Source: an optimization exercise on an open RTL-to-GDS flow (aim: small area). Production flows keep margins and buffers that such runs may drop.
At most, simulation tests tie the RTL to the original design; equivalence was not proved.
For runs 1, 2 and 4 to 6, only the layout was checked, not whether the RTL still works.
Power is estimated from default activity; no workload was simulated.

==> flow/design.v <==
`default_nettype none
package dd_pkg;
	typedef logic [1:0] chan_idx_t;
	typedef logic [12:0] fifo_usedw_t;
	typedef logic [24:0] ddr_count_t;
	typedef logic [15:0] xfer_bytes_t;
	typedef logic [31:0] fdma_addr_t;
	typedef logic [31:0] word_t;
	typedef enum logic [1:0] {
		IDLE,
		WAIT_ACK,
		WAIT_OVER
	} sched_state_e;
endpackage
`default_nettype wire
`default_nettype none
module dd_fa (
	input wire logic a,
	input wire logic b,
	input wire logic ci,
	output logic s,
	output logic co
);
	assign s = a ^ b ^ ci;
	assign co = (a & b) | (a & ci) | (b & ci);
endmodule
module dd_ha (
	input wire logic a,
	input wire logic b,
	output logic s,
	output logic co
);
	assign s = a ^ b;
	assign co = a & b;
endmodule
`default_nettype wire
`default_nettype none
module dd_top (
	input wire logic clk_i,
	input wire logic rst_rd_flag1,
	input wire logic [4-1:0] rxd_ena_i,
	input wire logic [4*13-1:0] fifo_usedw_i,
	input wire logic [4*32-1:0] fifo_rd_data_i,
	output logic [4-1:0] fifo_rd_req_o,
	input wire logic [4*25-1:0] clr_usedw_i,
	output logic [4*25-1:0] ddr_usedw_o,
	output logic [31:0] fdma_waddr_o,
	output logic [15:0] fdma_wsize_o,
	output logic fdma_wareq_o,
	input wire logic fdma_wbusy_i,
	output logic [31:0] fdma_wdata_o,
	input wire logic fdma_wvalid_i
);
	localparam logic [1:0] S_IDLE = 2'b00;
	localparam logic [1:0] S_WACK = 2'b01;
	localparam logic [1:0] S_WOVER = 2'b10;
	localparam logic [1:0] S_IDLEP = 2'b11;
	logic [1:0] st_q;
	logic busy_q;
	logic wareq_q;
	logic [3:0] gsel_q;
	logic [10:0] size_q;
	logic [3:0] pval_q;
	logic [22:0] ptr_q [4];
	logic [24:0] usedw_q [4];
	logic [3:0] ready;
	logic [10:0] words [4];
	always_comb begin
		for (int c = 0; c < 4; c++) begin
			ready[c] = (|fifo_usedw_i[c*13+10 +: 3])
				|| ((|fifo_usedw_i[c*13 +: 10]) && !rxd_ena_i[c]);
			words[c] = (|fifo_usedw_i[c*13+10 +: 3]) ? 11'd1024
				: {1'b0, fifo_usedw_i[c*13 +: 10]};
		end
	end
	logic [3:0] gnt;
	assign gnt[0] = ready[0];
	assign gnt[1] = ready[1] && !ready[0];
	assign gnt[2] = ready[2] && !(|ready[1:0]);
	assign gnt[3] = ready[3] && !(|ready[2:0]);
	logic [10:0] gnt_words;
	always_comb begin
		gnt_words = '0;
		for (int c = 0; c < 4; c++)
			gnt_words = gnt_words | (gnt[c] ? words[c] : 11'd0);
	end
	logic idle;
	logic grant;
	logic busy_rise;
	logic busy_fall;
	logic over_fall;
	assign idle = (st_q == S_IDLE) || (st_q == S_IDLEP);
	assign grant = idle && (|ready) && !fdma_wbusy_i;
	assign busy_rise = !busy_q && fdma_wbusy_i;
	assign busy_fall = busy_q && !fdma_wbusy_i;
	assign over_fall = (st_q == S_WOVER) && busy_q && !fdma_wbusy_i;
	logic [22:0] cur_ptr;
	logic [22:0] ptr_sum;
	logic [22:0] ptr_next;
	always_comb begin
		cur_ptr = '0;
		for (int c = 0; c < 4; c++)
			cur_ptr = cur_ptr | ((gsel_q[c] && pval_q[c]) ? ptr_q[c] : 23'd0);
	end
	assign ptr_sum = cur_ptr + 23'(size_q);
	assign ptr_next = (&ptr_sum[22:18]) ? 23'd0 : ptr_sum;
	always_ff @(posedge clk_i or negedge rst_rd_flag1) begin
		if (!rst_rd_flag1) begin
			busy_q <= 1'b0;
		end else begin
			busy_q <= fdma_wbusy_i;
		end
	end
	always_ff @(posedge clk_i or negedge rst_rd_flag1) begin
		if (!rst_rd_flag1) begin
			st_q <= S_IDLE;
		end else begin
			case (st_q)
				S_WACK: if (busy_rise) st_q <= S_WOVER;
				S_WOVER: if (busy_fall) st_q <= S_IDLEP;
				default: if (grant) st_q <= S_WACK;
			endcase
		end
	end
	always_ff @(posedge clk_i or negedge rst_rd_flag1) begin
		if (!rst_rd_flag1) begin
			gsel_q <= 4'b0001;
			size_q <= '0;
		end else if (grant) begin
			gsel_q <= gnt;
			size_q <= gnt_words;
		end
	end
	always_ff @(posedge clk_i or negedge rst_rd_flag1) begin
		if (!rst_rd_flag1) begin
			wareq_q <= 1'b0;
		end else begin
			wareq_q <= (st_q == S_WACK) && !fdma_wbusy_i;
		end
	end
	logic wback;
	assign wback = grant && (st_q == S_IDLEP);
	for (genvar g = 0; g < 4; g++) begin : g_chan
		always_ff @(posedge clk_i or negedge rst_rd_flag1) begin
			if (!rst_rd_flag1) begin
				pval_q[g] <= 1'b0;
			end else if (wback && gsel_q[g]) begin
				pval_q[g] <= 1'b1;
			end
		end
		always_ff @(posedge clk_i) begin
			if (wback && gsel_q[g]) begin
				ptr_q[g] <= ptr_next;
			end
		end
		logic [24:0] u, clr, A, x;
		assign u = usedw_q[g];
		assign clr = clr_usedw_i[g*25 +: 25];
		assign A = (over_fall && gsel_q[g]) ? {12'd0, size_q, 2'b00} : 25'd0;
		logic [24:0] nclr, P, s0;
		logic [13:0] K;
		logic [25:0] rc;
		assign nclr = ~clr;
		assign K[2:0] = 3'b000;
		assign P[1:0] = u[1:0];
		assign P[24:13] = u[24:13];
		for (genvar i = 2; i <= 12; i++) begin : g_csa
			dd_fa u_fa (.a(u[i]), .b(nclr[i]), .ci(A[i]), .s(P[i]), .co(K[i+1]));
		end
		assign s0[0] = ~(P[0] ^ nclr[0]);
		assign rc[1] = P[0] | nclr[0];
		dd_fa u_fa1 (.a(P[1]), .b(nclr[1]), .ci(rc[1]), .s(s0[1]), .co(rc[2]));
		dd_ha u_ha2 (.a(P[2]), .b(rc[2]), .s(s0[2]), .co(rc[3]));
		dd_fa u_fa3 (.a(P[3]), .b(K[3]), .ci(rc[3]), .s(s0[3]), .co(rc[4]));
		dd_fa u_fa4 (.a(P[4]), .b(K[4]), .ci(rc[4]), .s(s0[4]), .co(rc[5]));
		dd_fa u_fa5 (.a(P[5]), .b(K[5]), .ci(rc[5]), .s(s0[5]), .co(rc[6]));
		dd_fa u_fa6 (.a(P[6]), .b(K[6]), .ci(rc[6]), .s(s0[6]), .co(rc[7]));
		dd_ha u_ha7 (.a(P[7]), .b(K[7]), .s(s0[7]), .co(rc[8]));
		dd_fa u_fa8 (.a(P[8]), .b(K[8]), .ci(rc[8]), .s(s0[8]), .co(rc[9]));
		dd_fa u_fa9 (.a(P[9]), .b(K[9]), .ci(rc[9]), .s(s0[9]), .co(rc[10]));
		dd_fa u_fa10 (.a(P[10]), .b(K[10]), .ci(rc[10]), .s(s0[10]), .co(rc[11]));
		dd_fa u_fa11 (.a(P[11]), .b(K[11]), .ci(rc[11]), .s(s0[11]), .co(rc[12]));
		dd_fa u_fa12 (.a(P[12]), .b(K[12]), .ci(rc[12]), .s(s0[12]), .co(rc[13]));
		dd_ha u_ha13 (.a(P[13]), .b(nclr[13]), .s(s0[13]), .co(rc[14]));
		dd_fa u_fa14 (.a(P[14]), .b(nclr[14]), .ci(rc[14]), .s(s0[14]), .co(rc[15]));
		dd_fa u_fa15 (.a(P[15]), .b(nclr[15]), .ci(rc[15]), .s(s0[15]), .co(rc[16]));
		dd_fa u_fa16 (.a(P[16]), .b(nclr[16]), .ci(rc[16]), .s(s0[16]), .co(rc[17]));
		dd_fa u_fa17 (.a(P[17]), .b(nclr[17]), .ci(rc[17]), .s(s0[17]), .co(rc[18]));
		dd_fa u_fa18 (.a(P[18]), .b(nclr[18]), .ci(rc[18]), .s(s0[18]), .co(rc[19]));
		dd_ha u_ha19 (.a(P[19]), .b(nclr[19]), .s(s0[19]), .co(rc[20]));
		dd_fa u_fa20 (.a(P[20]), .b(nclr[20]), .ci(rc[20]), .s(s0[20]), .co(rc[21]));
		dd_fa u_fa21 (.a(P[21]), .b(nclr[21]), .ci(rc[21]), .s(s0[21]), .co(rc[22]));
		dd_fa u_fa22 (.a(P[22]), .b(nclr[22]), .ci(rc[22]), .s(s0[22]), .co(rc[23]));
		dd_fa u_fa23 (.a(P[23]), .b(nclr[23]), .ci(rc[23]), .s(s0[23]), .co(rc[24]));
		dd_fa u_fa24 (.a(P[24]), .b(nclr[24]), .ci(rc[24]), .s(s0[24]), .co(rc[25]));
		always_comb begin
			logic ca, cb, t, ao;
			x[6:0] = s0[6:0];
			ca = rc[7];
			ao = 1'b1;
			x[7] = s0[7] ^ (ca & ao);
			ao = ao & s0[7];
			x[8] = s0[8] ^ (ca & ao);
			ao = ao & s0[8];
			x[9] = s0[9] ^ (ca & ao);
			ao = ao & s0[9];
			x[10] = s0[10] ^ (ca & ao);
			ao = ao & s0[10];
			x[11] = s0[11] ^ (ca & ao);
			ao = ao & s0[11];
			x[12] = s0[12] ^ (ca & ao);
			ao = ao & s0[12];
			ca = rc[13] | (ca & ao);
			cb = K[13];
			x[13] = s0[13] ^ ca ^ cb;
			t = (s0[13] & ca) | (s0[13] & cb) | (ca & cb);
			ao = 1'b1;
			x[14] = s0[14] ^ (t & ao);
			ao = ao & s0[14];
			x[15] = s0[15] ^ (t & ao);
			ao = ao & s0[15];
			x[16] = s0[16] ^ (t & ao);
			ao = ao & s0[16];
			x[17] = s0[17] ^ (t & ao);
			ao = ao & s0[17];
			x[18] = s0[18] ^ (t & ao);
			ao = ao & s0[18];
			ca = rc[19];
			cb = t & ao;
			x[19] = s0[19] ^ ca ^ cb;
			t = (s0[19] & ca) | (s0[19] & cb) | (ca & cb);
			ao = 1'b1;
			x[20] = s0[20] ^ (t & ao);
			ao = ao & s0[20];
			x[21] = s0[21] ^ (t & ao);
			ao = ao & s0[21];
			x[22] = s0[22] ^ (t & ao);
			ao = ao & s0[22];
			x[23] = s0[23] ^ (t & ao);
			ao = ao & s0[23];
			x[24] = s0[24] ^ (t & ao);
			ao = ao & s0[24];
			ca = rc[25];
			cb = t & ao;
		end
		always_ff @(posedge clk_i or negedge rst_rd_flag1) begin
			if (!rst_rd_flag1) begin
				usedw_q[g] <= '0;
			end else begin
				usedw_q[g] <= x;
			end
		end
		assign ddr_usedw_o[g*25 +: 25] = usedw_q[g];
	end
	assign fdma_wareq_o = wareq_q;
	assign fdma_wsize_o = {5'd0, size_q};
	assign fdma_waddr_o = {5'b00110, gsel_q[3] | gsel_q[2], gsel_q[3] | gsel_q[1], cur_ptr, 2'b00};
	always_comb begin
		fdma_wdata_o = '0;
		for (int c = 0; c < 4; c++)
			fdma_wdata_o = fdma_wdata_o | (gsel_q[c] ? fifo_rd_data_i[c*32 +: 32] : 32'd0);
		fifo_rd_req_o = gsel_q & {4{fdma_wvalid_i}};
	end
endmodule
`default_nettype wire
==> flow/flow/run.sh <==
#!/bin/bash
# Standard ORFS layout with two changes: the port buffers use the smallest
# buffer cell, and clock tree synthesis uses larger sink clusters without
# dummy loads.
set -euo pipefail
bash standard.sh \
  'BUFFER_PORTS_ARGS=-buffer_cell sky130_fd_sc_hd__buf_1' \
  'CTS_ARGS=-sink_clustering_enable -repair_clock_nets -buf_list sky130_fd_sc_hd__clkbuf_4 -sink_clustering_size 10 -sink_clustering_max_diameter 50 -dont_use_dummy_load' \
  finish > standard_make.log 2>&1
==> flow/standard.sh <==
#!/bin/bash
# synth_recipe.tcl (not shown) runs the flow's synth.tcl, then flattens the netlist and writes it again
# the make line also repeats each setting of config.mk as NAME=value (left out here)
make -C /OpenROAD-flow-scripts/flow DESIGN_CONFIG=/design/flow/config.mk WORK_HOME=/design/flow/orfs CLKGATE_MAP_FILE= SYNTH_SCRIPT=/design/flow/synth_recipe.tcl "${@:-finish}"
==> flow/config.mk <==
export PLATFORM = sky130hd
export DESIGN_NAME = dd_top
export DESIGN_NICKNAME = dd_top
export VERILOG_FILES = /design/flow/design.v
export SDC_FILE = /design/flow/constraint.sdc
export NUM_CORES = 4
export LEC_CHECK = 0
export CAP_MARGIN = 20
export CORE_MARGIN = 2
export CORE_UTILIZATION = 40
export SLEW_MARGIN = 20
export SYNTH_HIERARCHICAL = 1
==> flow/constraint.sdc <==
create_clock -name core_clock -period 6.0 [get_ports {clk_i}]
set_input_delay 1.2000 -clock core_clock [delete_from_list [all_inputs] [get_ports {clk_i}]]
set_output_delay 1.2000 -clock core_clock [all_outputs]
set_load 0.01 [all_outputs]
==> results of run 1 <==
==> cells in the mapped netlist, types with 3 or more instances <==
cell type	number	area [µm²]
xor2_1	33	289
nor3b_1	3	22.5
mux2i_1	3	30.0
nor2b_1	3	18.8
nand3_1	56	280
o21bai_1	3	22.5
ha_1	47	588
buf_2	11	55.1
and2_1	11	68.8
fa_1	133	2660
nor3_1	5	25.0
buf_4	70	526
a31oi_1	19	119
dfrtp_1	122	3050
o21ai_0	3	15.0
edfxtp_1	92	2760
buf_1	4	15.0
nand4_1	22	138
or2_1	4	25.0
and3_1	58	363
xnor2_1	38	333
nor2_1	30	113
nor4_1	8	50.1
or3_1	3	18.8
clkbuf_1	27	101
inv_1	153	574
nand2_1	76	285
a21oi_1	26	130
a222oi_1	10	100
a21o_1	5	37.5
a211oi_1	4	30.0
a22oi_1	89	668
==> through the flow <==
| stage | worst slack (ns) | std cells | hold slack, ns |
|---|---|---|---|
| 4_1_cts | 0.343 | 2090 | 0.363 |
| 2_1_floorplan | -0.0534 | 1211 | 0.545 |
| 5_1_grt | 0.155 | 2092 | 0.361 |
| 3_3_place_gp | -0.194 | 2056 | 0.565 |
| 6_report | 0.375 | 2092 | 0.420 |
| 3_5_place_dp | -0.249 | 2056 | 0.564 |
==> metal layers <==
metal,global-route usage [%],routed length (µm),vias up
li1,-,-,4903
met1,29.1,16700,5103
met2,39.4,20400,375
met3,4.30,2660,60
met4,6.05,955,0
met5,0,0,-
==> worst min path at each step <==
stage	end	slack [ns]	cells after the start
6_report	usedw_q[0][23]	0.42	1
5_1_grt	usedw_q[0][23]	0.36	1
4_1_cts	usedw_q[0][23]	0.36	1
3_5_place_dp	usedw_q[2][1]	0.56	1
3_3_place_gp	usedw_q[0][1]	0.57	1
2_1_floorplan	usedw_q[0][1]	0.55	1
==> flip-flops by register name (all words and copies together) (netlist names) <==
name and cells:
gsel_q 4, pval_q 4, usedw_q 100, size_q 11, st_q 2, busy_q 1, wareq_q 1, ptr_q 92
==> logic make-up (layout without fill, tap and decap cells) <==
group / Yosys count / after routing / synth area share (%)
compound gates: 173 / 173 / 9.00
xor+xnor: 71 / 71 / 4.50
fa+ha+maj: 180 / 180 / 23.5
buf+inv: 266 / 691 / 9.28
flops: 215 / 215 / 42.3
mux: 5 / 5 / 0.380
other cells: 2 / 13 / 0.0544
simple gates: 289 / 289 / 11.0
==> Yosys stat by module, one instance, submodules excluded <==
| module | cell area (µm²) | times used | cells |
|---|---|---|---|
| dd_fa | 20.0 | 124 | 1 |
| dd_ha | 12.5 | 16 | 1 |
| dd_top | 11100 | 1 | 1061 |
==> final cells by class <==
cell class | instances | area (µm²) | area share [%]
multi-input combinational | 730 | 6870 | 42.4
antenna | 1 | 2.50 | 0.0154
sequential | 215 | 5850 | 36.1
inverter | 153 | 574 | 3.54
clock buffer | 34 | 255 | 1.57
timing repair buffer | 504 | 2090 | 12.9
tap | 455 | 569 | 3.51
==> power by group through the flow <==
stage | Combinational, mW | Sequential [mW] | Clock (mW)
after floorplan | 3.94 | 2.91 | 0
after global placement | 5.28 | 3.02 | 0
after detailed placement | 5.42 | 3.03 | 0
after CTS | 5.45 | 3.01 | 0.798
after global routing | 6.09 | 3.07 | 0.858
final | 5.38 | 2.99 | 0.752
==> worst register-to-register path, stage by stage, from the launching register on <==
cell and delay, ns:
dfrtp_1 0.41, inv_1 0.07, ha_1 0.23, and3b_1 0.20, buf_12 0.16, and3_4 0.19
fa_1 0.44, ha_2 0.20, fa_2 0.34, fa_2 0.34, fa_2 0.35, fa_2 0.35
fa_1 0.55, a31oi_1 0.12, fa_2 0.35, inv_2 0.06, and3_4 0.19, nand4_1 0.12
fa_2 0.35, inv_2 0.06, and3_4 0.19, nand3_1 0.09, xnor2_1 0.13
==> flow_metrics.tcl, run 1 <==
set metrics [dict create \
    status "finished clean" \
    mostFrequentLayoutCell "buf_1" \
    ctsHoldBuffers 0 \
    wire_per_inst_um 19.5 \
    grt_pass1_vias 10700 \
    r2r-start "st_q[0]" \
    cp_num_buf_inv 4 \
    combPwrFrac_pct 59.0 \
    grt_pass1_wl_um 62000 \
    tightest_slew_ns 1.08 \
    clkPwrFrac_pct 8.2 \
    routed_wl_um 40800 \
    ys_types 56 \
    dpl_cell_area_um2 15900 \
    critPathCapture "usedw_q[0][24]" \
    final.setup_skew_ns 0.120 \
    synth_edf_count 92 \
    die-area_um2 36000 \
    post_cts_buffers 0 \
    num_rows 68 \
    fin_crit_ns 5.63 \
    antenna_found_initial 1 \
    hp-class "input pin to async pin" \
    die_h_um 190 \
    drv_slew 0 \
    cpPeakStageDelay_ns 0.55 \
    worstSetupEndpointType "flop" \
    path_class "flop to flop" \
    final_cell_mix "459 x buf_1, 145 x inv_1, 119 x dfrtp_1, 109 x fa_1, 92 x edfxtp_1" \
    power.density_nw_per_um2 563 \
    netlist_area_um2 13800 \
    grt_overflow_total 0 \
    seq_power_share_pct 32.8 \
    p_sw_mw 4.19 \
    cp_max_fo 19 \
    grtUsageTotal_pct 22.7 \
    synth-seq-cells 215 \
    drc 0 \
    reg2reg_slack_ns 0.37 \
    worst_setup_path_startpoint "st_q[0]" \
    power.leakage_nw 6.86 \
    clk_pin_slew_ns 0.11 \
    setup_viol 0 \
    cts_buffer_depth 3 \
    cp_top_family "adder cells" \
    critPathRequiredTime_ns 6.48 \
    design_area_um2 16200 \
    ant_nets 0 \
    p_total_mw 9.12 \
    core_area_um2 34300 \
    drive_above_1_share_pct 8.62 \
    area.growth.synth_to_final_pct 17.3 \
    start_kind "flop" \
    p_int_mw 4.94 \
    clock_sinks 215 \
    clk_latency_ns 0.66 \
    start_util_pct 40.3 \
    cts_root_buf "clkbuf_4" \
    grt_max_degree 74 \
    post-dp-hpwl_um 32200 \
    ys_warn_count 10 \
    worstPathArrival_ns 6.10 \
    finalCritPeriodShare_pct 93.8 \
    htree_levels 2 \
    hold_violations 0 \
    syn-mean-instance-area_um2 11.5 \
    ios 473 \
    max_freq_mhz 178 \
    gp_congestion 0.889 \
    r2r-end "usedw_q[0][24]" \
    path_depth 22 \
    io_buffer_count 460 \
    synthCells 1201 \
    rsz0062_at_grt "false" \
    reg2reg_depth 22 \
    fillCellCount 3309 \
    cts_tree "done" \
    maxSlewHeadroom_pct 27.4 \
    maxCapViolations 0 \
    vdd_drop_max_v 0.000272 \
    async_flop_share_pct 57.2 \
    dr_total_vias 10400 \
    synthFlopType "dfrtp_1" \
    cts_buffers 34 \
    nets 2106 \
    synth_seq_area_share_pct 42.3 \
    fin_util_pct 47.3 \
    crit_path_cell_trace "inv_1 -> ha_1 -> and3b_1 -> buf_12 -> and3_4 -> fa_1 -> ha_2 -> fa_2 -> fa_2 -> fa_2 -> fa_2 -> fa_1 -> a31oi_1 -> fa_2 -> inv_2 -> and3_4 -> nand4_1 -> fa_2 -> inv_2 -> and3_4 -> nand3_1 -> xnor2_1" \
    first_iter_violations 635 \
    sw_frac_of_total_pct 45.9 \
    first_pass_iters 9 \
    path_common_cell "fa_2" \
    cts-resized-gates 0 \
    die_x_um 190 \
    cp_slowest_cell "fa_1" \
    drt-vias-per-instance 4.99 \
    setup_tns_ns 0 \
]
==> inputs of run 2 (changes only) <==
--- a/flow/design.v
+++ b/flow/design.v
@@ -175,9 +175,9 @@
 		dd_fa u_fa4 (.a(P[4]), .b(K[4]), .ci(rc[4]), .s(s0[4]), .co(rc[5]));
 		dd_fa u_fa5 (.a(P[5]), .b(K[5]), .ci(rc[5]), .s(s0[5]), .co(rc[6]));
 		dd_fa u_fa6 (.a(P[6]), .b(K[6]), .ci(rc[6]), .s(s0[6]), .co(rc[7]));
-		dd_ha u_ha7 (.a(P[7]), .b(K[7]), .s(s0[7]), .co(rc[8]));
+		dd_fa u_fa7 (.a(P[7]), .b(K[7]), .ci(rc[7]), .s(s0[7]), .co(rc[8]));
 		dd_fa u_fa8 (.a(P[8]), .b(K[8]), .ci(rc[8]), .s(s0[8]), .co(rc[9]));
-		dd_fa u_fa9 (.a(P[9]), .b(K[9]), .ci(rc[9]), .s(s0[9]), .co(rc[10]));
+		dd_ha u_ha9 (.a(P[9]), .b(K[9]), .s(s0[9]), .co(rc[10]));
 		dd_fa u_fa10 (.a(P[10]), .b(K[10]), .ci(rc[10]), .s(s0[10]), .co(rc[11]));
 		dd_fa u_fa11 (.a(P[11]), .b(K[11]), .ci(rc[11]), .s(s0[11]), .co(rc[12]));
 		dd_fa u_fa12 (.a(P[12]), .b(K[12]), .ci(rc[12]), .s(s0[12]), .co(rc[13]));
@@ -195,13 +195,9 @@
 		dd_fa u_fa24 (.a(P[24]), .b(nclr[24]), .ci(rc[24]), .s(s0[24]), .co(rc[25]));
 		always_comb begin
 			logic ca, cb, t, ao;
-			x[6:0] = s0[6:0];
-			ca = rc[7];
+			x[8:0] = s0[8:0];
+			ca = rc[9];
 			ao = 1'b1;
-			x[7] = s0[7] ^ (ca & ao);
-			ao = ao & s0[7];
-			x[8] = s0[8] ^ (ca & ao);
-			ao = ao & s0[8];
 			x[9] = s0[9] ^ (ca & ao);
 			ao = ao & s0[9];
 			x[10] = s0[10] ^ (ca & ao);
==> flow_metrics.tcl, run 2 <==
set metrics [dict create \
    status "finished clean" \
    synth_compound_area_share_pct 10.1 \
    cp_max_fo 19 \
    netlist_area_um2 13800 \
    synth_top_family_by_area "adder cells" \
    grt_max_degree 52 \
    antenna_found_initial 14 \
    synth_common_cells "135 x inv_1, 133 x fa_1, 122 x dfrtp_1" \
    finalCritPeriodShare_pct 95.6 \
    ctsHoldBuffers 0 \
    drt-vias-per-instance 5.16 \
    start_kind "input pin" \
    synth_top_area_share_pct 22.2 \
    synth_top_cell_by_area "dfrtp_1" \
    setup_tns_ns 0 \
    ys_warn_count 10 \
    fin_hold_ws_ns 0.530 \
    area.growth.synth_to_final_pct 16.3 \
    rsz0062_at_grt "false" \
    path_class "input pin to flop" \
    htree_levels 2 \
    vdd_drop_max_v 0.000248 \
    crit_path_cell_trace "buf_1 -> and3b_1 -> buf_12 -> and3_4 -> fa_1 -> ha_2 -> fa_2 -> fa_2 -> fa_2 -> fa_2 -> fa_2 -> fa_2 -> and3_4 -> a31o_4 -> fa_2 -> and3_4 -> nand4_1 -> fa_1 -> inv_1 -> and3_1 -> nand3_1 -> xnor2_1" \
    cp_slowest_cell "fa_1" \
    dr_total_vias 10600 \
    synth_edf_count 92 \
    first_pass_iters 5 \
    ant_nets 0 \
    hp-class "input pin to async pin" \
    syn-mean-instance-area_um2 11.7 \
    start_util_pct 40.9 \
    max_freq_mhz 174 \
    routed_wl_um 45600 \
    synth-seq-cells 215 \
    power.leakage_nw 6.68 \
    clock_sinks 215 \
    post_cts_buffers 0 \
    cts_buffers 35 \
    die-area_um2 35900 \
    ys_types 62 \
    maxCapViolations 0 \
    tightest_slew_ns 0.955 \
    hold_violations 0 \
    cp_num_buf_inv 3 \
    synthXorXnorAreaFrac_pct 3.75 \
    ios 473 \
    clk_latency_ns 0.64 \
    synth_simple_gate_area_share_pct 10.6 \
    dpl_cell_area_um2 15700 \
    clk_pin_slew_ns 0.11 \
    post-dp-hpwl_um 36500 \
    synthMuxAreaShare_pct 0.382 \
    final.setup_skew_ns 0.0756 \
    grtUsageTotal_pct 25.4 \
    cts_root_buf "clkbuf_4" \
    critPathRequiredTime_ns 6.54 \
    grt_pass1_wl_um 67500 \
    cts-resized-gates 0 \
    first_iter_violations 650 \
    synthFlopType "dfrtp_1" \
    async_flop_share_pct 57.2 \
    maxSlewHeadroom_pct 35.8 \
    gp_congestion 0.979 \
    design_area_um2 16000 \
    die_h_um 190 \
    nets 2064 \
    final_cell_mix "459 x buf_1, 135 x inv_1, 119 x dfrtp_1, 106 x fa_1, 99 x a22oi_1" \
    cp_top_family "adder cells" \
    grt_overflow_total 0 \
    power.density_nw_per_um2 562 \
    cpPeakStageDelay_ns 0.42 \
    worstSetupEndpointType "flop" \
    drv_slew 0 \
    drive_above_1_share_pct 8.28 \
    grt_pass1_vias 10900 \
    path_common_cell "fa_2" \
    wire_per_inst_um 22.2 \
    core_area_um2 33700 \
    worstPathArrival_ns 6.28 \
    num_rows 67 \
    largestRegisters "usedw_q (100), ptr_q (92), size_q (11)" \
    yosys.area_share.adder_pct 23.6 \
    fin_crit_ns 5.73 \
    synth_seq_area_share_pct 42.4 \
    drc 0 \
    mostFrequentLayoutCell "buf_1" \
    io_buffer_count 460 \
    die_x_um 190 \
    cts_buffer_depth 3 \
    setup_viol 0 \
    synthCells 1180 \
    synth.most_common_cell "inv_1" \
    fillCellCount 3280 \
    largest_reg_flops 100 \
    regMostFlops "usedw_q" \
    fin_util_pct 47.5 \
    synth_area_leaders "dfrtp_1 22%, edfxtp_1 20%, fa_1 19%" \
    cts_tree "done" \
]
==> run 2: changes by cell type in the layout (fill, tap and decap cells not counted), sizes merged, moves of 5 or more <==
cell / delta
o21ai: +5
diode: +12
nand3: -13
buf: -17
a22oi: +10
inv: -18
nor2: +6
nand4: -8
xnor2: -10
==> run 2: cell type report <==
type                            instances  area [µm²]  share of cell area, %
Tap cell                              448         561                   3.50
Multi-Input combinational cell        722        6860                   42.8
Timing Repair Buffer                  487        1950                   12.1
Antenna cell                           13        32.5                  0.203
Sequential cell                       215        5850                   36.5
Inverter                              135         507                   3.16
Clock buffer                           35         263                   1.64
==> run 2: final timing paths <==
| path | startpoint | endpoint | slack [ns] | cells after the start |
|---|---|---|---|---|
| setup / recovery | fdma_wbusy_i | usedw_q[0][24] | 0.27 | 22 |
| hold / removal | rst_rd_flag1 | usedw_q[0][23] | 0.53 | 1 |
| setup reg to reg | st_q[0] | usedw_q[0][24] | 0.28 | 23 |
| hold reg to reg | usedw_q[2][1] | usedw_q[2][1] | 0.59 | 1 |
| max in group asynchronous | rst_rd_flag1 | size_q[4] | 4.26 | 2 |
| min in group core_clock | usedw_q[2][1] | usedw_q[2][1] | 0.59 | 1 |
==> run 2: layer usage <==
| layer | track usage (%) | up-vias | wire length [µm] | part of all wire [%] |
|---|---|---|---|---|
| met5 | 0 | - | 0 | 0 |
| li1 | - | 4819 | - | - |
| met2 | 44.8 | 389 | 23700 | 52 |
| met4 | 11.4 | 0 | 1790 | 3.9 |
| met1 | 30.1 | 5319 | 17600 | 39 |
| met3 | 4.78 | 82 | 2510 | 5.5 |
==> run 2: where the power goes <==
group | switching [mW] | internal, mW
logic | 3.14 | 2.11
clock network | 0.507 | 0.269
registers | 0.535 | 2.44
==> run 2: kinds of logic (layout without fill, tap and decap cells) <==
group | count (synthesis) | in the layout
simple gates | 277 | 277
other cells | 2 | 25
buf+inv | 253 | 657
xor+xnor | 59 | 59
flops | 215 | 215
mux | 5 | 5
compound gates | 189 | 189
fa+ha+maj | 180 | 180
==> run 2: per-stage QoR <==
stage	instances	setup WS [ns]	total power [mW]
after floorplan	1190	-0.134	6.77
after global placement	2007	-0.289	8.12
after detailed placement	2007	-0.379	8.30
after CTS	2042	0.261	9.10
after global routing	2054	0.0251	9.82
final	2055	0.266	9.00
==> run 2: Yosys stat by module (local to each module, per instance) <==
module / flip-flops and latches / cells inside
dd_top: 215 / 1040
dd_fa: 0 / 1
dd_ha: 0 / 1
==> inputs of run 3 (changes only) <==
--- a/flow/design.v
+++ b/flow/design.v
@@ -176,8 +176,8 @@
 		dd_fa u_fa5 (.a(P[5]), .b(K[5]), .ci(rc[5]), .s(s0[5]), .co(rc[6]));
 		dd_fa u_fa6 (.a(P[6]), .b(K[6]), .ci(rc[6]), .s(s0[6]), .co(rc[7]));
 		dd_fa u_fa7 (.a(P[7]), .b(K[7]), .ci(rc[7]), .s(s0[7]), .co(rc[8]));
-		dd_fa u_fa8 (.a(P[8]), .b(K[8]), .ci(rc[8]), .s(s0[8]), .co(rc[9]));
-		dd_ha u_ha9 (.a(P[9]), .b(K[9]), .s(s0[9]), .co(rc[10]));
+		dd_ha u_ha8 (.a(P[8]), .b(K[8]), .s(s0[8]), .co(rc[9]));
+		dd_fa u_fa9 (.a(P[9]), .b(K[9]), .ci(rc[9]), .s(s0[9]), .co(rc[10]));
 		dd_fa u_fa10 (.a(P[10]), .b(K[10]), .ci(rc[10]), .s(s0[10]), .co(rc[11]));
 		dd_fa u_fa11 (.a(P[11]), .b(K[11]), .ci(rc[11]), .s(s0[11]), .co(rc[12]));
 		dd_fa u_fa12 (.a(P[12]), .b(K[12]), .ci(rc[12]), .s(s0[12]), .co(rc[13]));
@@ -195,9 +195,11 @@
 		dd_fa u_fa24 (.a(P[24]), .b(nclr[24]), .ci(rc[24]), .s(s0[24]), .co(rc[25]));
 		always_comb begin
 			logic ca, cb, t, ao;
-			x[8:0] = s0[8:0];
-			ca = rc[9];
+			x[7:0] = s0[7:0];
+			ca = rc[8];
 			ao = 1'b1;
+			x[8] = s0[8] ^ (ca & ao);
+			ao = ao & s0[8];
 			x[9] = s0[9] ^ (ca & ao);
 			ao = ao & s0[9];
 			x[10] = s0[10] ^ (ca & ao);
==> flow_metrics.tcl, run 3 <==
set metrics [dict create \
    rsz0062_at_grt "false" \
    routed_wl_um 41600 \
    finalCritPeriodShare_pct 93.2 \
    combPwrFrac_pct 57.5 \
    power.leakage_nw 6.79 \
    hp-class "flop to flop" \
    drc 0 \
    synth.most_common_cell "fa_1" \
    reg2reg_depth 22 \
    synthFlopType "dfrtp_1" \
    synth_area_leaders "dfrtp_1 22%, edfxtp_1 20%, fa_1 19%" \
    fin_hold_ws_ns 0.584 \
    clkPwrFrac_pct 8.5 \
    clock_sinks 215 \
    first_iter_violations 543 \
    first_pass_iters 8 \
    status "finished clean" \
    cp_top_family "adder cells" \
    fin_util_pct 47.3 \
    setup_tns_ns 0 \
    cts_tree "done" \
    area.growth.synth_to_final_pct 16.0 \
    path_class "flop to flop" \
    core_area_um2 33700 \
    mostFrequentLayoutCell "buf_1" \
    path_depth 22 \
    maxSlewHeadroom_pct 35.0 \
    largestRegisters "usedw_q (100), ptr_q (92), size_q (11)" \
    whs_path_depth 1 \
    fin_crit_ns 5.59 \
    die_x_um 189 \
    num_rows 67 \
    ys_types 58 \
    p_sw_mw 3.82 \
    final_cell_mix "459 x buf_1, 128 x inv_1, 119 x dfrtp_1, 117 x fa_1, 93 x a22oi_1" \
    synth-seq-cells 215 \
    wire_per_inst_um 20.3 \
    power.density_nw_per_um2 523 \
    drive_above_1_share_pct 6.75 \
    antenna_found_initial 3 \
    tightest_slew_ns 0.976 \
    ys_warn_count 10 \
    drt-vias-per-instance 5.12 \
    netlist_area_um2 13700 \
    async_flop_share_pct 57.2 \
    p_int_mw 4.52 \
    die_h_um 189 \
    synth_seq_area_share_pct 42.5 \
    cts_buffer_depth 3 \
    hold_violations 0 \
    htree_levels 1 \
    vdd_drop_max_v 0.000235 \
    io_buffer_count 460 \
    clk_latency_ns 0.71 \
    cts_buffers 30 \
    cts-resized-gates 0 \
    clk_pin_slew_ns 0.11 \
    start_util_pct 40.8 \
    cpPeakStageDelay_ns 0.43 \
    ant_nets 0 \
    ctsHoldBuffers 0 \
    cp_max_fo 30 \
    worstPathArrival_ns 6.20 \
    drv_slew 0 \
    regMostFlops "usedw_q" \
    synth_top_cell_by_area "dfrtp_1" \
    syn-mean-instance-area_um2 11.6 \
    crit_path_cell_trace "inv_1 -> ha_1 -> and3_1 -> buf_12 -> and3_1 -> fa_1 -> ha_1 -> fa_1 -> fa_2 -> fa_2 -> fa_2 -> fa_2 -> and3_4 -> a41o_1 -> fa_1 -> and3_4 -> nand4_1 -> fa_1 -> inv_1 -> and3_1 -> nand3_1 -> xnor2_1" \
    post-dp-hpwl_um 33200 \
    post_cts_buffers 0 \
    synth_edf_count 92 \
    ios 473 \
    synth_common_cells "133 x fa_1, 128 x inv_1, 122 x dfrtp_1" \
    cts_root_buf "clkbuf_4" \
    final.setup_skew_ns 0.0710 \
    synth_top_area_share_pct 22.2 \
    fillCellCount 3234 \
    multiInputGateArea_um2 6850 \
    place_inst 2019 \
    nets 2071 \
    start_kind "flop" \
    cp_num_buf_inv 3 \
    dr_total_vias 10500 \
    grt_pass1_vias 10700 \
    maxCapViolations 0 \
    grt_overflow_total 0 \
    sw_frac_of_total_pct 45.8 \
    grt_max_degree 59 \
    seq_power_share_pct 34.0 \
    synthCells 1180 \
    grt_pass1_wl_um 63000 \
    grtUsageTotal_pct 23.0 \
    worstSetupEndpointType "flop" \
    gp_congestion 0.900 \
    die-area_um2 35900 \
    cp_slowest_cell "fa_1" \
    final_cells 2052 \
    critPathRequiredTime_ns 6.60 \
    setup_viol 0 \
    max_freq_mhz 179 \
    seq_area_um2 5850 \
    largest_reg_flops 100 \
]
[run 3: final cells by class]
class	count	share of cell area, %
inverter	128	3.01
timing repair buffer	491	12.4
antenna	3	0.0471
tap	448	3.51
clock buffer	30	1.41
multi-input combinational	737	43.0
sequential	215	36.7
[run 3: through the flow]
stage               total power, mW  worst slack (ns)  instance area (µm²)
global placement               7.57            -0.200                15700
global route                   9.14            0.0738                15900
detailed placement             7.71            -0.271                15700
floorplan                      6.29            0.0208                13900
finish                         8.34             0.406                15900
CTS                            8.46             0.373                15900
[run 3: power groups by stage]
stage | Clock, mW | Combinational (mW) | Sequential (mW)
6_report | 0.708 | 4.80 | 2.84
2_1_floorplan | 0 | 3.54 | 2.75
3_3_place_gp | 0 | 4.69 | 2.88
5_1_grt | 0.800 | 5.42 | 2.92
3_5_place_dp | 0 | 4.83 | 2.88
4_1_cts | 0.749 | 4.85 | 2.86
[run 3: path summary, 6_finish.rpt]
path | end | from | slack [ns]
worst max-delay path | usedw_q[1][24] | st_q[0] | 0.41
min in group asynchronous | usedw_q[3][22] | rst_rd_flag1 | 0.62
max in group asynchronous | usedw_q[1][13] | rst_rd_flag1 | 4.31
worst min register to register | usedw_q[1][1] | usedw_q[1][1] | 0.58
worst min-delay path | usedw_q[1][1] | usedw_q[1][1] | 0.58
worst max register to register | usedw_q[1][24] | st_q[0] | 0.41
[run 3: cell families after synthesis]
logic type,share of synthesized area [%]
simple gates,11.5
buf+inv,8.54
flops,42.5
fa+ha+maj,23.6
compound gates,9.23
xor+xnor,4.27
mux,0.228
other cells,0.0546
[run 3: modules after synthesis (local to each module, per instance)]
| module | flip-flops and latches | times used |
|---|---|---|
| dd_ha | 0 | 16 |
| dd_top | 215 | 1 |
| dd_fa | 0 | 124 |
[run 3: layer usage]
layer,up-vias,share of wire (%),routed length (µm),track usage [%]
li1,4832,-,-,-
met1,5227,39,16100,28.2
met2,386,53,22000,42.0
met3,64,5.4,2260,3.21
met4,0,2.9,1200,7.13
met5,-,0,0,0
==> inputs of run 4 (changes only) <==
--- a/flow/design.v
+++ b/flow/design.v
@@ -56,7 +56,6 @@
 	localparam logic [1:0] S_WOVER = 2'b10;
 	localparam logic [1:0] S_IDLEP = 2'b11;
 	logic [1:0] st_q;
-	logic busy_q;
 	logic wareq_q;
 	logic [3:0] gsel_q;
 	logic [10:0] size_q;
@@ -86,14 +85,10 @@
 	end
 	logic idle;
 	logic grant;
-	logic busy_rise;
-	logic busy_fall;
 	logic over_fall;
 	assign idle = (st_q == S_IDLE) || (st_q == S_IDLEP);
 	assign grant = idle && (|ready) && !fdma_wbusy_i;
-	assign busy_rise = !busy_q && fdma_wbusy_i;
-	assign busy_fall = busy_q && !fdma_wbusy_i;
-	assign over_fall = (st_q == S_WOVER) && busy_q && !fdma_wbusy_i;
+	assign over_fall = (st_q == S_WOVER) && !fdma_wbusy_i;
 	logic [22:0] cur_ptr;
 	logic [22:0] ptr_sum;
 	logic [22:0] ptr_next;
@@ -104,20 +99,13 @@
 	end
 	assign ptr_sum = cur_ptr + 23'(size_q);
 	assign ptr_next = (&ptr_sum[22:18]) ? 23'd0 : ptr_sum;
-	always_ff @(posedge clk_i or negedge rst_rd_flag1) begin
-		if (!rst_rd_flag1) begin
-			busy_q <= 1'b0;
-		end else begin
-			busy_q <= fdma_wbusy_i;
-		end
-	end
 	always_ff @(posedge clk_i or negedge rst_rd_flag1) begin
 		if (!rst_rd_flag1) begin
 			st_q <= S_IDLE;
 		end else begin
 			case (st_q)
-				S_WACK: if (busy_rise) st_q <= S_WOVER;
-				S_WOVER: if (busy_fall) st_q <= S_IDLEP;
+				S_WACK: if (fdma_wbusy_i) st_q <= S_WOVER;
+				S_WOVER: if (!fdma_wbusy_i) st_q <= S_IDLEP;
 				default: if (grant) st_q <= S_WACK;
 			endcase
 		end
==> flow_metrics.tcl, run 4 <==
set metrics [dict create \
    clk_latency_ns 0.72 \
    p_int_mw 4.54 \
    cts-resized-gates 0 \
    setup_viol 0 \
    synth_area_leaders "dfrtp_1 22%, edfxtp_1 20%, fa_1 19%" \
    routed_wl_um 41600 \
    post_cts_buffers 0 \
    die-area_um2 36300 \
    maxSlewHeadroom_pct 40.4 \
    syn-mean-instance-area_um2 11.6 \
    die_x_um 190 \
    synthCells 1194 \
    wire_per_inst_um 20.1 \
    crit_path_cell_trace "inv_1 -> ha_1 -> nor2b_4 -> buf_4 -> and3_1 -> fa_1 -> ha_1 -> fa_1 -> fa_1 -> fa_1 -> fa_1 -> fa_2 -> and3_4 -> a41o_1 -> fa_1 -> and3_4 -> nand4_1 -> fa_1 -> inv_1 -> and3_1 -> nand3_1 -> xnor2_1" \
    grt_max_degree 60 \
    status "finished clean" \
    path_common_cell "fa_1" \
    drc 0 \
    rsz0062_at_grt "false" \
    die_h_um 190 \
    final.setup_skew_ns 0.0988 \
    io_buffer_count 460 \
    vdd_drop_max_v 0.000295 \
    power.leakage_nw 6.77 \
    dpl_cell_area_um2 15800 \
    start_util_pct 40.5 \
    cp_num_buf_inv 3 \
    synth_seq_area_share_pct 41.8 \
    clkPwrFrac_pct 8.5 \
    first_iter_violations 570 \
    clk_pin_slew_ns 0.10 \
    synthFlopType "dfrtp_1" \
    grt_overflow_total 0 \
    final_cell_mix "459 x buf_1, 132 x inv_1, 130 x fa_1, 117 x dfrtp_1, 92 x edfxtp_1" \
    cpPeakStageDelay_ns 0.46 \
    cp_max_fo 7 \
    critPathRequiredTime_ns 6.58 \
    nets 2080 \
    hp-class "flop to flop" \
    finalCritPeriodShare_pct 95.9 \
    path_class "flop to flop" \
    largest_reg_flops 100 \
    area.growth.synth_to_final_pct 15.2 \
    grtUsageTotal_pct 22.7 \
    synth.most_common_cell "fa_1" \
    ctsHoldBuffers 0 \
    clock_sinks 214 \
    cts_buffer_depth 3 \
    drt-vias-per-instance 5.11 \
    max_freq_mhz 174 \
    fin_crit_ns 5.75 \
    regMostFlops "usedw_q" \
    cp_top_family "adder cells" \
    start_kind "flop" \
    worstSetupEndpointType "flop" \
    ios 473 \
    first_pass_iters 6 \
    synth_top_cell_by_area "dfrtp_1" \
    largestRegisters "usedw_q (100), ptr_q (92), size_q (11)" \
    grt_pass1_wl_um 62300 \
    num_rows 68 \
    fillCellCount 3289 \
    post-dp-hpwl_um 33100 \
    seq_power_share_pct 33.8 \
    synth_top_area_share_pct 21.8 \
    tightest_slew_ns 0.894 \
    netlist_area_um2 13900 \
    cts_buffers 30 \
    synth_edf_count 92 \
    combPwrFrac_pct 57.7 \
    cts_tree "done" \
    drive_above_1_share_pct 7.39 \
    synth-seq-cells 214 \
    ant_nets 0 \
    core_area_um2 34400 \
    antenna_found_initial 6 \
    power.density_nw_per_um2 520 \
    dr_total_vias 10600 \
    hold_violations 0 \
    drv_slew 0 \
    gp_congestion 0.848 \
    grt_pass1_vias 10800 \
    worstPathArrival_ns 6.33 \
    async_flop_share_pct 57.0 \
    p_sw_mw 3.80 \
    mostFrequentLayoutCell "buf_1" \
    p_total_mw 8.34 \
    ys_warn_count 10 \
    synth_common_cells "133 x fa_1, 132 x inv_1, 121 x dfrtp_1" \
    maxCapViolations 0 \
    ys_types 62 \
    cp_slowest_cell "dfrtp_2" \
    sw_frac_of_total_pct 45.6 \
    design_area_um2 16000 \
    htree_levels 1 \
    cts_root_buf "clkbuf_4" \
]
[run 4: cell types whose count changed after synthesis, sizes merged, moves of 4 or more]
cell,before,now
nand3,58,62
a31oi,6,18
o22ai,4,0
inv,128,132
nor2b,4,8
a22oi,93,89
a21oi,18,9
o21ai,5,9
buf,79,85
a222oi,6,10
nand2,69,76
[run 4: cells by family after synthesis]
family,after synthesis,share of synthesized area (%)
DFF,214,41.8
other,2,0.0540
xor gates and xnor gates,64,4.03
muxes,2,0.153
buffers and inverters,246,8.89
AOI/OAI and AO/OA,167,9.12
and+or+nand+nor,319,12.6
adders and majority gates,180,23.4
[run 4: power groups by stage]
stage / clock (mW) / sequential, mW / combinational [mW]
after detailed placement: 0 / 2.85 / 4.88
after global placement: 0 / 2.86 / 4.74
after CTS: 0.745 / 2.84 / 4.89
after global routing: 0.799 / 2.91 / 5.46
final: 0.709 / 2.82 / 4.81
after floorplan: 0 / 2.74 / 3.59
[run 4: stage by stage]
| step | worst slack, ns | setup TNS [ns] | instances | hold slack (ns) | util, % |
|---|---|---|---|---|---|
| floorplan | 0.0387 | 0 | 1204 | 0.516 | - |
| finish | 0.245 | 0 | 2070 | 0.589 | 46.6 |
| global route | 0.0231 | 0 | 2069 | 0.626 | 46.6 |
| detailed placement | -0.215 | -3.36 | 2035 | 0.567 | 45.9 |
| global placement | -0.153 | -2.06 | 2035 | 0.560 | 45.9 |
| CTS | 0.236 | 0 | 2065 | 0.599 | 46.6 |
[run 4: layer usage]
layer | vias up | routed length [µm] | GRT usage [%]
li1 | 4875 | - | -
met1 | 5216 | 15900 | 27.0
met2 | 406 | 21500 | 40.9
met3 | 82 | 2760 | 3.96
met4 | 2 | 1480 | 8.77
met5 | - | 13 | 0
[run 4: layout make-up]
class,instances,area [µm²],area share [%]
multi-input combinational,744,6950,43.3
sequential,214,5820,36.3
timing repair buffer,490,1960,12.2
tap,455,569,3.55
inverter,132,495,3.09
clock buffer,30,225,1.41
antenna,5,12.5,0.0781
[run 4: path summary, 6_finish.rpt]
path                                     from        endpoint  slack [ns]  depth (start not counted)
worst max-delay path                  st_q[0]  usedw_q[3][24]        0.25                         22
worst min-delay path            usedw_q[1][1]   usedw_q[1][1]        0.59                          1
worst max register to register        st_q[0]  usedw_q[3][24]        0.25                         22
worst min register to register  usedw_q[1][1]   usedw_q[1][1]        0.59                          1
max in group asynchronous        rst_rd_flag1   usedw_q[1][8]        4.06                          2
min in group asynchronous        rst_rd_flag1       pval_q[3]        0.66                          1
[run 4: per-module statistics from Yosys, one instance, submodules excluded]
module  cell area, µm²  cells inside  copies in the design
dd_fa             20.0             1                   124
dd_ha             12.5             1                    16
dd_top           11200          1054                     1
==> inputs of run 5 (changes only) <==
--- a/flow/design.v
+++ b/flow/design.v
@@ -56,6 +56,7 @@
 	localparam logic [1:0] S_WOVER = 2'b10;
 	localparam logic [1:0] S_IDLEP = 2'b11;
 	logic [1:0] st_q;
+	logic busy_q;
 	logic wareq_q;
 	logic [3:0] gsel_q;
 	logic [10:0] size_q;
@@ -85,10 +86,14 @@
 	end
 	logic idle;
 	logic grant;
+	logic busy_rise;
+	logic busy_fall;
 	logic over_fall;
 	assign idle = (st_q == S_IDLE) || (st_q == S_IDLEP);
 	assign grant = idle && (|ready) && !fdma_wbusy_i;
-	assign over_fall = (st_q == S_WOVER) && !fdma_wbusy_i;
+	assign busy_rise = !busy_q && fdma_wbusy_i;
+	assign busy_fall = busy_q && !fdma_wbusy_i;
+	assign over_fall = (st_q == S_WOVER) && busy_q && !fdma_wbusy_i;
 	logic [22:0] cur_ptr;
 	logic [22:0] ptr_sum;
 	logic [22:0] ptr_next;
@@ -101,11 +106,18 @@
 	assign ptr_next = (&ptr_sum[22:18]) ? 23'd0 : ptr_sum;
 	always_ff @(posedge clk_i or negedge rst_rd_flag1) begin
 		if (!rst_rd_flag1) begin
+			busy_q <= 1'b0;
+		end else begin
+			busy_q <= fdma_wbusy_i;
+		end
+	end
+	always_ff @(posedge clk_i or negedge rst_rd_flag1) begin
+		if (!rst_rd_flag1) begin
 			st_q <= S_IDLE;
 		end else begin
 			case (st_q)
-				S_WACK: if (fdma_wbusy_i) st_q <= S_WOVER;
-				S_WOVER: if (!fdma_wbusy_i) st_q <= S_IDLEP;
+				S_WACK: if (busy_rise) st_q <= S_WOVER;
+				S_WOVER: if (busy_fall) st_q <= S_IDLEP;
 				default: if (grant) st_q <= S_WACK;
 			endcase
 		end
@@ -175,8 +187,8 @@
 		dd_fa u_fa16 (.a(P[16]), .b(nclr[16]), .ci(rc[16]), .s(s0[16]), .co(rc[17]));
 		dd_fa u_fa17 (.a(P[17]), .b(nclr[17]), .ci(rc[17]), .s(s0[17]), .co(rc[18]));
 		dd_fa u_fa18 (.a(P[18]), .b(nclr[18]), .ci(rc[18]), .s(s0[18]), .co(rc[19]));
-		dd_ha u_ha19 (.a(P[19]), .b(nclr[19]), .s(s0[19]), .co(rc[20]));
-		dd_fa u_fa20 (.a(P[20]), .b(nclr[20]), .ci(rc[20]), .s(s0[20]), .co(rc[21]));
+		dd_fa u_fa19 (.a(P[19]), .b(nclr[19]), .ci(rc[19]), .s(s0[19]), .co(rc[20]));
+		dd_ha u_ha20 (.a(P[20]), .b(nclr[20]), .s(s0[20]), .co(rc[21]));
 		dd_fa u_fa21 (.a(P[21]), .b(nclr[21]), .ci(rc[21]), .s(s0[21]), .co(rc[22]));
 		dd_fa u_fa22 (.a(P[22]), .b(nclr[22]), .ci(rc[22]), .s(s0[22]), .co(rc[23]));
 		dd_fa u_fa23 (.a(P[23]), .b(nclr[23]), .ci(rc[23]), .s(s0[23]), .co(rc[24]));
@@ -211,13 +223,13 @@
 			ao = ao & s0[17];
 			x[18] = s0[18] ^ (t & ao);
 			ao = ao & s0[18];
-			ca = rc[19];
+			x[19] = s0[19] ^ (t & ao);
+			ao = ao & s0[19];
+			ca = rc[20];
 			cb = t & ao;
-			x[19] = s0[19] ^ ca ^ cb;
-			t = (s0[19] & ca) | (s0[19] & cb) | (ca & cb);
+			x[20] = s0[20] ^ ca ^ cb;
+			t = (s0[20] & ca) | (s0[20] & cb) | (ca & cb);
 			ao = 1'b1;
-			x[20] = s0[20] ^ (t & ao);
-			ao = ao & s0[20];
 			x[21] = s0[21] ^ (t & ao);
 			ao = ao & s0[21];
 			x[22] = s0[22] ^ (t & ao);
==> flow_metrics.tcl, run 5 <==
set metrics [dict create \
    status "finished clean" \
    synth_top_cell_by_area "dfrtp_1" \
    die_h_um 189 \
    vdd_drop_max_v 0.000202 \
    area.growth.synth_to_final_pct 17.4 \
    final.setup_skew_ns 0.0778 \
    htree_levels 1 \
    syn-mean-instance-area_um2 11.6 \
    ys_types 52 \
    ant_nets 0 \
    die_x_um 189 \
    grt_pass1_wl_um 66700 \
    grt_max_degree 60 \
    cts_root_buf "clkbuf_4" \
    wire_per_inst_um 21.8 \
    cts_buffer_depth 3 \
    synth_edf_count 92 \
    max_freq_mhz 175 \
    start_kind "input pin" \
    power.density_nw_per_um2 551 \
    first_iter_violations 555 \
    clk_latency_ns 0.71 \
    worstPathArrival_ns 6.29 \
    ys_warn_count 10 \
    finalCritPeriodShare_pct 95.4 \
    setup_viol 0 \
    cp_max_fo 15 \
    die-area_um2 35800 \
    first_pass_iters 5 \
    start_util_pct 40.7 \
    path_class "input pin to flop" \
    mostFrequentLayoutCell "buf_1" \
    largestRegisters "usedw_q (100), ptr_q (92), size_q (11)" \
    grt_pass1_vias 10900 \
    drt-vias-per-instance 5.14 \
    tightest_slew_ns 0.908 \
    maxSlewHeadroom_pct 39.5 \
    synthCells 1183 \
    pre_cts_ws_ns -0.521 \
    num_rows 67 \
    cts_buffers 30 \
    ios 473 \
    regMostFlops "usedw_q" \
    synth_top_area_share_pct 22.2 \
    clk_pin_slew_ns 0.11 \
    fin_util_pct 47.8 \
    drc 0 \
    synth-seq-cells 215 \
    netlist_area_um2 13700 \
    critPathRequiredTime_ns 6.56 \
    synth_seq_area_share_pct 42.5 \
    clock_sinks 215 \
    p_total_mw 8.89 \
    routed_wl_um 45200 \
    synth_common_cells "133 x fa_1, 128 x inv_1, 122 x dfrtp_1" \
    final_cell_mix "459 x buf_1, 128 x inv_1, 119 x dfrtp_1, 110 x fa_1, 96 x a22oi_1" \
    grt_overflow_total 0 \
    post-dp-hpwl_um 36500 \
    worstSetupEndpointType "flop" \
    antenna_found_initial 17 \
    core_area_um2 33700 \
    grtUsageTotal_pct 25.0 \
    synth_area_leaders "dfrtp_1 22%, edfxtp_1 20%, fa_1 19%" \
    io_buffer_count 460 \
    largest_reg_flops 100 \
    fin_crit_ns 5.72 \
    synth.most_common_cell "fa_1" \
    synthFlopType "dfrtp_1" \
    ctsHoldBuffers 0 \
    hold_violations 0 \
    drv_slew 0 \
    async_flop_share_pct 57.2 \
    fin_ws_ns 0.276 \
    hp-class "flop to flop" \
    dr_total_vias 10700 \
    power.leakage_nw 6.86 \
    maxCapViolations 0 \
    cts_tree "done" \
    gp_congestion 0.943 \
    nets 2087 \
    drive_above_1_share_pct 8.47 \
]
==> run 5: cell types whose count changed after synthesis, moves of 7 or more <==
cell and delta:
nor2_2 -15, a21oi_1 +7, a31oi_1 -11, nor2_1 +15, buf_4 -7, buf_2 +7
a222oi_1 -7, a22oi_1 +7
==> run 5: modules after synthesis, one instance, submodules excluded <==
module | area, µm² | cells | flops+latches
dd_ha | 12.5 | 1 | 0
dd_top | 11000 | 1043 | 215
dd_fa | 20.0 | 1 | 0
==> run 5: kinds of logic (layout without fill, tap and decap cells) <==
logic type / Yosys count / in the layout / synth area share [%]
AO/OA/AOI/OAI: 164 / 164 / 9.01
XOR/XNOR: 67 / 67 / 4.27
adder cells (fa/ha/maj): 180 / 180 / 23.7
buffers and inverters: 240 / 664 / 8.60
flip-flops: 215 / 215 / 42.5
multiplexers: 3 / 3 / 0.228
other: 2 / 25 / 0.0547
AND/OR/NAND/NOR: 312 / 312 / 11.6
==> run 5: worst paths after layout <==
path	slack, ns	start	cells after the start	endpoint
max	0.28	fdma_wbusy_i	22	usedw_q[0][24]
min reg2reg	0.56	st_q[0]	2	st_q[0]
max reg2reg	0.39	st_q[0]	22	usedw_q[0][24]
min	0.56	st_q[0]	2	st_q[0]
max in group asynchronous	4.22	rst_rd_flag1	2	usedw_q[2][9]
min in group asynchronous	0.62	rst_rd_flag1	1	usedw_q[3][22]
==> run 5: cell type report <==
type	count	area, µm²
Multi-Input combinational cell	738	6880
Tap cell	448	561
Clock buffer	30	225
Sequential cell	215	5850
Timing Repair Buffer	506	2090
Fill cell	3202	17600
Inverter	128	480
Antenna cell	13	32.5
==> run 5: report_power, final <==
| group | internal, mW | switching [mW] | total, mW |
|---|---|---|---|
| Sequential | 2.37 | 0.575 | 2.94 |
| Clock | 0.227 | 0.496 | 0.723 |
| Combinational | 2.18 | 3.04 | 5.22 |
==> run 5: through the flow <==
step              TNS, ns  std cells  hold slack [ns]  area (µm²)
3_5_place_dp        -8.18       2034            0.571       15800
4_1_cts                 0       2064            0.591       16100
2_1_floorplan     -0.0247       1193            0.545       13900
6_report                0       2078            0.560       16100
3_3_place_gp        -6.88       2034            0.566       15800
5_1_grt        -0.0000706       2076            0.590       16100
==> run 5: what timing repair did <==
action / in CTS / in global routing
setup buffers: 0 / 1
endpoints found under the setup margin: 0 / 2
resized for setup: 0 / 1
==> run 5: metal layers <==
metal  global-route usage, %  share of wire (%)  wire length, µm
met2                    45.1                 52            23600
met1                    30.2                 38            17200
met5                       0              0.040               18
met3                    3.43                6.0             2730
met4                    10.2                3.6             1630
==> run 5: worst max-delay path, stage by stage <==
cell	delay (ns)
buf_1	0.20
inv_1	0.09
and3_2	0.28
buf_12	0.17
buf_4	0.18
and3_1	0.20
fa_1	0.44
ha_1	0.22
fa_1	0.38
fa_1	0.39
fa_1	0.39
fa_1	0.53
a41o_1	0.21
fa_2	0.21
and3_4	0.19
and3_4	0.19
nand3_2	0.08
fa_2	0.32
inv_1	0.07
and3_1	0.18
nand2_1	0.07
xnor2_1	0.12
==> inputs of run 6 (changes only) <==
--- a/flow/design.v
+++ b/flow/design.v
@@ -186,9 +186,9 @@
 		dd_fa u_fa15 (.a(P[15]), .b(nclr[15]), .ci(rc[15]), .s(s0[15]), .co(rc[16]));
 		dd_fa u_fa16 (.a(P[16]), .b(nclr[16]), .ci(rc[16]), .s(s0[16]), .co(rc[17]));
 		dd_fa u_fa17 (.a(P[17]), .b(nclr[17]), .ci(rc[17]), .s(s0[17]), .co(rc[18]));
-		dd_fa u_fa18 (.a(P[18]), .b(nclr[18]), .ci(rc[18]), .s(s0[18]), .co(rc[19]));
+		dd_ha u_ha18 (.a(P[18]), .b(nclr[18]), .s(s0[18]), .co(rc[19]));
 		dd_fa u_fa19 (.a(P[19]), .b(nclr[19]), .ci(rc[19]), .s(s0[19]), .co(rc[20]));
-		dd_ha u_ha20 (.a(P[20]), .b(nclr[20]), .s(s0[20]), .co(rc[21]));
+		dd_fa u_fa20 (.a(P[20]), .b(nclr[20]), .ci(rc[20]), .s(s0[20]), .co(rc[21]));
 		dd_fa u_fa21 (.a(P[21]), .b(nclr[21]), .ci(rc[21]), .s(s0[21]), .co(rc[22]));
 		dd_fa u_fa22 (.a(P[22]), .b(nclr[22]), .ci(rc[22]), .s(s0[22]), .co(rc[23]));
 		dd_fa u_fa23 (.a(P[23]), .b(nclr[23]), .ci(rc[23]), .s(s0[23]), .co(rc[24]));
@@ -221,15 +221,15 @@
 			ao = ao & s0[16];
 			x[17] = s0[17] ^ (t & ao);
 			ao = ao & s0[17];
-			x[18] = s0[18] ^ (t & ao);
-			ao = ao & s0[18];
+			ca = rc[18];
+			cb = t & ao;
+			x[18] = s0[18] ^ ca ^ cb;
+			t = (s0[18] & ca) | (s0[18] & cb) | (ca & cb);
+			ao = 1'b1;
 			x[19] = s0[19] ^ (t & ao);
 			ao = ao & s0[19];
-			ca = rc[20];
-			cb = t & ao;
-			x[20] = s0[20] ^ ca ^ cb;
-			t = (s0[20] & ca) | (s0[20] & cb) | (ca & cb);
-			ao = 1'b1;
+			x[20] = s0[20] ^ (t & ao);
+			ao = ao & s0[20];
 			x[21] = s0[21] ^ (t & ao);
 			ao = ao & s0[21];
 			x[22] = s0[22] ^ (t & ao);
==> flow_metrics.tcl, run 6 <==
set metrics [dict create \
    drive_above_1_share_pct 8.55 \
    cts-resized-gates 0 \
    grt_pass1_wl_um 63000 \
    hp-class "input pin to async pin" \
    path_common_cell "fa_2" \
    ios 473 \
    synth_top_area_share_pct 22.0 \
    synthFlopType "dfrtp_1" \
    status "finished clean" \
    regMostFlops "usedw_q" \
    async_flop_share_pct 57.2 \
    first_pass_iters 5 \
    largestRegisters "usedw_q (100), ptr_q (92), size_q (11)" \
    grt_pass1_vias 10700 \
    synth-seq-cells 215 \
    dr_total_vias 10500 \
    power.leakage_nw 6.75 \
    clk_latency_ns 0.70 \
    die_h_um 190 \
    first_iter_violations 571 \
    core_area_um2 34400 \
    ys_types 67 \
    final_cell_mix "459 x buf_1, 120 x inv_1, 119 x dfrtp_1, 109 x fa_1, 92 x edfxtp_1" \
    rsz0062_at_grt "false" \
    cpPeakStageDelay_ns 0.43 \
    power.density_nw_per_um2 521 \
    synth_area_leaders "dfrtp_1 22%, edfxtp_1 20%, fa_1 19%" \
    area.growth.synth_to_final_pct 15.9 \
    final.setup_skew_ns 0.0623 \
    synth_top_cell_by_area "dfrtp_1" \
    path_class "flop to flop" \
    critPathRequiredTime_ns 6.60 \
    num_rows 68 \
    io_buffer_count 460 \
    setup_viol 0 \
    fillCellCount 3295 \
    max_freq_mhz 179 \
    hold_violations 0 \
    final_cells 2056 \
    netlist_area_um2 13900 \
    worstSetupEndpointType "flop" \
    clk_pin_slew_ns 0.11 \
    htree_levels 1 \
    drc 0 \
    drt-vias-per-instance 5.12 \
    clock_sinks 215 \
    ctsHoldBuffers 0 \
    cp_top_family "adder cells" \
    synth_edf_count 92 \
    ys_warn_count 10 \
    cts_buffers 31 \
    pre_cts_ws_ns -0.249 \
    die_x_um 190 \
    die-area_um2 36200 \
    wire_per_inst_um 20.6 \
    routed_wl_um 42400 \
    synth_seq_area_share_pct 42.1 \
    cp_slowest_cell "fa_1" \
    post_cts_buffers 0 \
    grtUsageTotal_pct 23.0 \
    crit_path_cell_trace "inv_1 -> ha_1 -> and3b_1 -> buf_12 -> and3_1 -> fa_1 -> ha_1 -> fa_2 -> fa_2 -> fa_2 -> fa_2 -> fa_2 -> and3_4 -> a41o_1 -> fa_2 -> nand4_1 -> nor2_1 -> fa_1 -> and3_4 -> nand4_1 -> xnor2_1" \
    cp_max_fo 21 \
    antenna_found_initial 10 \
    post-dp-hpwl_um 34200 \
    largest_reg_flops 100 \
    cts_root_buf "clkbuf_4" \
    start_util_pct 40.4 \
    syn-mean-instance-area_um2 11.8 \
    ant_nets 0 \
    mostFrequentLayoutCell "buf_1" \
    cts_tree "done" \
    grt_max_degree 56 \
    fin_ws_ns 0.418 \
    synth.most_common_cell "fa_1" \
    synth_common_cells "133 x fa_1, 122 x dfrtp_1, 120 x inv_1" \
    tightest_slew_ns 0.848 \
    maxCapViolations 0 \
    finalCritPeriodShare_pct 93.0 \
    grt_overflow_total 0 \
    cts_buffer_depth 3 \
    cp_num_buf_inv 2 \
    fin_crit_ns 5.58 \
    drv_slew 0 \
    worstPathArrival_ns 6.18 \
    vdd_drop_max_v 0.000226 \
    fin_util_pct 46.8 \
    start_kind "flop" \
    maxSlewHeadroom_pct 43.0 \
    nets 2061 \
    synthCells 1178 \
    gp_congestion 0.935 \
    place_inst 2015 \
]
-- run 6: changes by cell type after synthesis, moves of 6 or more --
| cell | before | now |
|---|---|---|
| a22oi_1 | 96 | 88 |
| and3_1 | 64 | 57 |
| inv_1 | 128 | 120 |
| nor2_1 | 48 | 25 |
| nor2_2 | 0 | 19 |
| nor3_1 | 8 | 2 |
| o21ai_0 | 11 | 4 |
| o21ai_1 | 0 | 9 |
-- run 6: per-layer routing --
metal | GRT usage, % | routed length, µm | vias up
li1 | - | - | 4845
met5 | 0 | 0 | -
met3 | 3.35 | 2250 | 67
met1 | 27.5 | 16200 | 5245
met2 | 41.7 | 22400 | 361
met4 | 9.24 | 1460 | 0
-- run 6: cells by family (layout without fill, tap and decap cells) --
| family | count (synthesis) | in the layout | share of synthesized area [%] |
|---|---|---|---|
| AOI/OAI and AO/OA | 176 | 176 | 9.83 |
| xor gates and xnor gates | 64 | 64 | 4.04 |
| adders and majority gates | 180 | 180 | 23.4 |
| buffers and inverters | 233 | 636 | 8.37 |
| DFF | 215 | 215 | 42.1 |
| muxes | 2 | 2 | 0.144 |
| other | 2 | 22 | 0.0541 |
| and+or+nand+nor | 306 | 306 | 12.1 |
-- run 6: Yosys stat by module (local to each module, per instance) --
module | times used | flops+latches
dd_fa | 124 | 0
dd_ha | 16 | 0
dd_top | 1 | 215
-- run 6: where the power goes --
group	switching (mW)	internal, mW
registers	0.509	2.29
clock network	0.483	0.235
logic	2.89	1.97
-- run 6: worst paths after layout --
path / end / cells past startpoint / startpoint / slack, ns
max: usedw_q[1][24] / 21 / st_q[0] / 0.42
min: usedw_q[2][24] / 1 / rst_rd_flag1 / 0.59
max reg2reg: usedw_q[1][24] / 21 / st_q[0] / 0.42
min reg2reg: usedw_q[2][1] / 1 / usedw_q[2][1] / 0.59
max in group asynchronous: usedw_q[1][5] / 2 / rst_rd_flag1 / 4.34
min in group core_clock: usedw_q[2][1] / 1 / usedw_q[2][1] / 0.59
-- run 6: area by class of cell --
cell class | instances | area [µm²] | area share [%]
clock buffers | 31 | 233 | 1.45
inverters | 121 | 454 | 2.82
diodes | 10 | 25.0 | 0.156
multi-input cells | 740 | 7020 | 43.6
well taps | 455 | 569 | 3.54
flip-flops and latches | 215 | 5850 | 36.3
repair buffers | 484 | 1940 | 12.0
-- run 6: stage by stage --
stage / cell area (µm²) / hold WS, ns / setup TNS (ns) / power [mW]
after floorplan: 14100 / 0.545 / 0 / 6.35
after global placement: 15800 / 0.567 / -2.12 / 7.57
after detailed placement: 15800 / 0.565 / -4.38 / 7.73
after CTS: 16100 / 0.540 / 0 / 8.48
after global routing: 16100 / 0.581 / 0 / 9.16
final: 16100 / 0.589 / 0 / 8.38

separate check: timing with driven ports:
The results above use ideal ports. As a check the final layouts listed here were re-extracted and re-timed, cells and wires unchanged.
Step 1: set_driving_cell puts a clkbuf_16 on clk_i and a buf_2 on each other input, an assumption about the parent block.
Step 2, shift: input delay + t, output delay - t, t = (earliest + latest rising clock arrival at the registers) / 2. This alone moves slack from input paths to output paths.
a / b / c = ideal ports / drivers / drivers and shift; a / b = the first two.
run	t, ns	setup slack, ns	worst hold slack (ns)	worst register clock-pin slew, ns	cell pins on the clock port's net
run 1	0.653	0.375 / 0.375 / -0.257	0.420 / 0.392 / 0.591	0.11 / 0.11	1
run 2	0.659	0.266 / 0.259 / -0.400	0.530 / 0.506 / 0.594	0.11 / 0.11	1
run 3	0.723	0.406 / 0.406 / -0.314	0.584 / 0.584 / 0.584	0.11 / 0.11	1
run 4	0.713	0.245 / 0.245 / -0.284	0.589 / 0.589 / 0.589	0.12 / 0.12	1
run 5	0.718	0.276 / 0.291 / -0.427	0.560 / 0.560 / 0.560	0.12 / 0.12	1
run 6	0.707	0.418 / 0.418 / -0.267	0.589 / 0.567 / 0.590	0.11 / 0.11	1
Met with ideal ports but missed after step 2: setup timing in every run listed. For run 3, which loses most, drivers alone change the setup slack by 0.000 ns; drivers and shift together by -0.720 ns.
